This is an optimization exercise on Yosys and OpenROAD, whose aim is a short achievable clock period and few clock cycles, not a production implementation. In this exercise RTL edits were held to simulation tests only and were not proved equivalent to the original. Power figures rest on the tool's default switching activity, not on a simulated workload.

==> flow/design.v (excerpt) <==
module data_cache #(
    parameter int SET_W = 2
) (
    input  logic          clk,
    input  logic          rst_n,
    input  logic          i_proc_read,
    input  logic          i_proc_write,
    input  logic [29:0]   i_proc_addr,    
    input  logic [31:0]   i_proc_wdata,
    output logic          o_proc_stall,
    output logic [31:0]   o_proc_rdata,
    output logic          o_mem_read,
    output logic          o_mem_write,
    output logic [27:0]   o_mem_addr,
    output logic [127:0]  o_mem_wdata,
    input  logic          i_mem_ready,
    input  logic [127:0]  i_mem_rdata
);
==> module data_cache, before the edit <==
module data_cache #(
    parameter int SET_W = 2
) (
    input  logic          clk,
    input  logic          rst_n,
    input  logic          i_proc_read,
    input  logic          i_proc_write,
    input  logic [29:0]   i_proc_addr,    
    input  logic [31:0]   i_proc_wdata,
    output logic          o_proc_stall,
    output logic [31:0]   o_proc_rdata,
    output logic          o_mem_read,
    output logic          o_mem_write,
    output logic [27:0]   o_mem_addr,
    output logic [127:0]  o_mem_wdata,
    input  logic          i_mem_ready,
    input  logic [127:0]  i_mem_rdata
);
    localparam int SETS = 4;
    logic [SETS-1:0]  valid0, valid1;
    logic [SETS-1:0]  dirty0, dirty1;
    logic [SETS-1:0]  lru;               
    logic [25:0]      tag0 [SETS];
    logic [25:0]      tag1 [SETS];
    localparam logic [25:0] KA = 26'h3FFFFFF;
    localparam logic [25:0] KB = 26'h2AAAAAA;
    logic [25:0]      tga0 [SETS];
    logic [25:0]      tga1 [SETS];
    logic [25:0]      tgb0 [SETS];
    logic [25:0]      tgb1 [SETS];
    logic [127:0]     line0 [SETS];
    logic [127:0]     line1 [SETS];
    logic             wb_busy;           
    logic             rd_busy;           
    logic [1:0]  wsel;
    logic [1:0]  set;
    logic [25:0] tag;
    logic        req;
    assign wsel = i_proc_addr[1:0];
    assign set  = i_proc_addr[3:2];
    assign tag  = i_proc_addr[29:4];
    assign req  = i_proc_read | i_proc_write;
    logic [SETS-1:0] sdec;
    logic [SETS-1:0] m0, m1;
    logic [SETS-1:0] ra0, ra1, rb0, rb1;     
    always_comb begin
        sdec[0] = ~set[1] & ~set[0];
        sdec[1] = ~set[1] &  set[0];
        sdec[2] =  set[1] & ~set[0];
        sdec[3] =  set[1] &  set[0];
        for (int s = 0; s < SETS; s++) begin
            m0[s]   = sdec[s] & valid0[s] & (tag0[s] == tag);
            m1[s]   = sdec[s] & valid1[s] & (tag1[s] == tag);
            ra0[s]  = sdec[s] & valid0[s] & ((tga0[s] ^ tag) == KA);
            ra1[s]  = sdec[s] & valid1[s] & ((tga1[s] ^ tag) == KA);
            rb0[s]  = sdec[s] & valid0[s] & ((tgb0[s] ^ tag) == KB);
            rb1[s]  = sdec[s] & valid1[s] & ((tgb1[s] ^ tag) == KB);
        end
    end
    logic hit0, hit1, hit;
    assign hit0 = |m0;
    assign hit1 = |m1;
    assign hit  = hit0 | hit1;
    logic [SETS-1:0] vd_s;
    logic [25:0]     vt_s [SETS];
    logic [127:0]    vl_s [SETS];
    always_comb begin
        for (int s = 0; s < SETS; s++) begin
            vd_s[s] = lru[s] ? dirty1[s] : dirty0[s];
            vt_s[s] = lru[s] ? tag1[s]   : tag0[s];
            vl_s[s] = lru[s] ? line1[s]  : line0[s];
        end
    end
    logic         vway;
    logic         vdirty;
    assign vway   = lru[set];
    assign vdirty = vd_s[set];
    logic fill;
    assign fill = rd_busy & i_mem_ready;
    logic [31:0] rdata;
    always_comb begin
        rdata = fill ? i_mem_rdata[wsel*32 +: 32] : '0;
        for (int s = 0; s < SETS; s++) begin
            rdata = rdata | ({{16{rb0[s]}}, {16{ra0[s]}}} & line0[s][wsel*32 +: 32])
                          | ({{16{rb1[s]}}, {16{ra1[s]}}} & line1[s][wsel*32 +: 32]);
        end
    end
    assign o_proc_stall = ~(hit | fill);
    assign o_proc_rdata = rdata;
    logic miss;
    assign miss = req & ~hit;
    assign o_mem_write = wb_busy | (~rd_busy & miss & vdirty);
    assign o_mem_read  = rd_busy | (~wb_busy & miss & ~vdirty);
    assign o_mem_addr  = {(vdirty & ~rd_busy) ? vt_s[set] : tag, set};
    assign o_mem_wdata = vl_s[set];
    logic done;
    logic used_way;
    assign done     = req & (hit | fill);
    assign used_way = hit ? hit1 : vway;
    always_ff @(posedge clk) begin
        if (!rst_n) begin
            valid0  <= '0;
            valid1  <= '0;
            dirty0  <= '0;
            dirty1  <= '0;
            lru     <= '0;
            wb_busy <= 1'b0;
            rd_busy <= 1'b0;
        end else begin
            if (!wb_busy && !rd_busy && miss) begin
                wb_busy <= vdirty;
                rd_busy <= ~vdirty;
            end
            if (wb_busy && i_mem_ready) begin
                wb_busy <= 1'b0;
                rd_busy <= 1'b1;
            end
            if (fill) begin
                rd_busy <= 1'b0;
                if (vway) begin
                    valid1[set] <= 1'b1;
                    dirty1[set] <= i_proc_write;
                end else begin
                    valid0[set] <= 1'b1;
                    dirty0[set] <= i_proc_write;
                end
            end
            if (i_proc_write && hit0) dirty0[set] <= 1'b1;
            if (i_proc_write && hit1) dirty1[set] <= 1'b1;
            if (done) lru[set] <= ~used_way;
        end
    end
    logic [127:0] fill_line;
    always_comb begin
        fill_line = i_mem_rdata;
        if (i_proc_write) fill_line[wsel*32 +: 32] = i_proc_wdata;
    end
    always_ff @(posedge clk) begin
        if (fill) begin
            if (vway) begin
                tag1[set]  <= tag;
                tga1[set]  <= tag ^ KA;
                tgb1[set]  <= tag ^ KB;
                line1[set] <= fill_line;
            end else begin
                tag0[set]  <= tag;
                tga0[set]  <= tag ^ KA;
                tgb0[set]  <= tag ^ KB;
                line0[set] <= fill_line;
            end
        end
        if (i_proc_write && hit0) line0[set][wsel*32 +: 32] <= i_proc_wdata;
        if (i_proc_write && hit1) line1[set][wsel*32 +: 32] <= i_proc_wdata;
    end
endmodule
Settings: LEC_CHECK=0, CAP_MARGIN=20, CORE_MARGIN=2, CORE_UTILIZATION=50, PLACE_DENSITY=0.65, SETUP_SLACK_MARGIN=2.0, SLEW_MARGIN=20, TNS_END_PERCENT=10; clock period 6.0 ns.
standard.sh (not shown) runs the stock make flow with config.mk's settings and CLKGATE_MAP_FILE= SYNTH_SCRIPT=/design/flow/synth_recipe.tcl, a recipe that flattens the netlist after the stock synthesis.
==> flow/flow/run.sh <==
#!/bin/bash
# Own layout flow: the standard ORFS flow (standard.sh, same synthesis, floorplan, power grid,
# placement, clock tree and routing) with two resizer settings changed:
#  - ports are buffered with sky130_fd_sc_hd__buf_8 instead of the smallest buffer the resizer
#    finds (a clkdlybuf4s50 delay cell on sky130hd);
#  - MATCH_CELL_FOOTPRINT=0, so that repair may swap such cells for faster ones of another
#    footprint.
# The make output goes to own_flow.log in the work folder; ORFS keeps each step's log under
# orfs/logs/.
set -euo pipefail
W=$(pwd)
cp config.mk own_config.mk
echo "export BUFFER_PORTS_ARGS = -buffer_cell sky130_fd_sc_hd__buf_8" >> own_config.mk
sed -e "s#DESIGN_CONFIG=[^ ]*#DESIGN_CONFIG=$W/own_config.mk#" \
    -e 's#CLKGATE_MAP_FILE= #CLKGATE_MAP_FILE= MATCH_CELL_FOOTPRINT=0 #' \
    standard.sh > own_standard.sh
bash own_standard.sh > own_flow.log 2>&1
Testbench counts at the start, summed over its fixed seeds: cycles 47,152.
Next try:
--- a/flow/design.v
+++ b/flow/design.v
@@ -43,16 +43,10 @@
     logic [SETS-1:0]  valid0, valid1;
     logic [SETS-1:0]  dirty0, dirty1;
     logic [SETS-1:0]  lru;               
     logic [25:0]      tag0 [SETS];
     logic [25:0]      tag1 [SETS];
-    localparam logic [25:0] KA = 26'h3FFFFFF;
-    localparam logic [25:0] KB = 26'h2AAAAAA;
-    logic [25:0]      tga0 [SETS];
-    logic [25:0]      tga1 [SETS];
-    logic [25:0]      tgb0 [SETS];
-    logic [25:0]      tgb1 [SETS];
     logic [127:0]     line0 [SETS];
     logic [127:0]     line1 [SETS];
     logic             wb_busy;           
     logic             rd_busy;           
     logic [1:0]  wsel;
@@ -63,23 +57,18 @@
     assign set  = i_proc_addr[3:2];
     assign tag  = i_proc_addr[29:4];
     assign req  = i_proc_read | i_proc_write;
     logic [SETS-1:0] sdec;
     logic [SETS-1:0] m0, m1;
-    logic [SETS-1:0] ra0, ra1, rb0, rb1;     
     always_comb begin
         sdec[0] = ~set[1] & ~set[0];
         sdec[1] = ~set[1] &  set[0];
         sdec[2] =  set[1] & ~set[0];
         sdec[3] =  set[1] &  set[0];
         for (int s = 0; s < SETS; s++) begin
             m0[s]   = sdec[s] & valid0[s] & (tag0[s] == tag);
             m1[s]   = sdec[s] & valid1[s] & (tag1[s] == tag);
-            ra0[s]  = sdec[s] & valid0[s] & ((tga0[s] ^ tag) == KA);
-            ra1[s]  = sdec[s] & valid1[s] & ((tga1[s] ^ tag) == KA);
-            rb0[s]  = sdec[s] & valid0[s] & ((tgb0[s] ^ tag) == KB);
-            rb1[s]  = sdec[s] & valid1[s] & ((tgb1[s] ^ tag) == KB);
         end
     end
     logic hit0, hit1, hit;
     assign hit0 = |m0;
     assign hit1 = |m1;
@@ -102,12 +91,12 @@
     assign fill = rd_busy & i_mem_ready;
     logic [31:0] rdata;
     always_comb begin
         rdata = fill ? i_mem_rdata[wsel*32 +: 32] : '0;
         for (int s = 0; s < SETS; s++) begin
-            rdata = rdata | ({{16{rb0[s]}}, {16{ra0[s]}}} & line0[s][wsel*32 +: 32])
-                          | ({{16{rb1[s]}}, {16{ra1[s]}}} & line1[s][wsel*32 +: 32]);
+            rdata = rdata | ({32{m0[s]}} & line0[s][wsel*32 +: 32])
+                          | ({32{m1[s]}} & line1[s][wsel*32 +: 32]);
         end
     end
     assign o_proc_stall = ~(hit | fill);
     assign o_proc_rdata = rdata;
     logic miss;
@@ -160,17 +149,13 @@
     end
     always_ff @(posedge clk) begin
         if (fill) begin
             if (vway) begin
                 tag1[set]  <= tag;
-                tga1[set]  <= tag ^ KA;
-                tgb1[set]  <= tag ^ KB;
                 line1[set] <= fill_line;
             end else begin
                 tag0[set]  <= tag;
-                tga0[set]  <= tag ^ KA;
-                tgb0[set]  <= tag ^ KB;
                 line0[set] <= fill_line;
             end
         end
         if (i_proc_write && hit0) line0[set][wsel*32 +: 32] <= i_proc_wdata;
         if (i_proc_write && hit1) line1[set][wsel*32 +: 32] <= i_proc_wdata;
The changed run produced a clean layout.
Via count fell by a few percent.
Fmax drops slightly.
Sequential cell count goes down by 208.
First-iteration DRC count is lower by roughly a tenth.
Design area went down by roughly a tenth.
Clock power came out lower by about a fifth.
Setup slack gets worse by 0.069 ns.
Non-clock buffer count shrinks by 111.
Wire length is lower by a little under a tenth.
Synthesized area came out lower by roughly a tenth.
Synthesized cell count hardly moves.
Clock-buffer cell count goes down by 36.
Sequential share of layout area falls by 1.8 points.
Testbench counts after the change, summed over its fixed seeds: cycles 47,152.

## static timing again, ports no longer ideal
The flow's constraints put no driver on any port. The routed layouts listed below were extracted and timed again, unchanged, in two steps.
Step 1: set_driving_cell puts a clkbuf_16 on clk and a buf_2 on each other input, an assumption about the parent block.
Step 2, shift: input delay + t, output delay - t, t = (earliest + latest rising clock arrival at the registers) / 2. This alone moves slack from input paths to output paths.
Three values: ideal ports, drivers, drivers and shift; two values: the first two.
run	shift t [ns]	slack for setup (ns)	worst data-port slew with drivers (ns)
the first run	0.893	1.263 / 0.966 / 0.532	0.54
the second run	0.861	1.194 / 1.131 / 0.580	0.28
After both steps setup and hold are still met in every run listed. For the first run, which loses most, drivers alone change the setup slack by -0.297 ns; drivers and shift together by -0.731 ns.
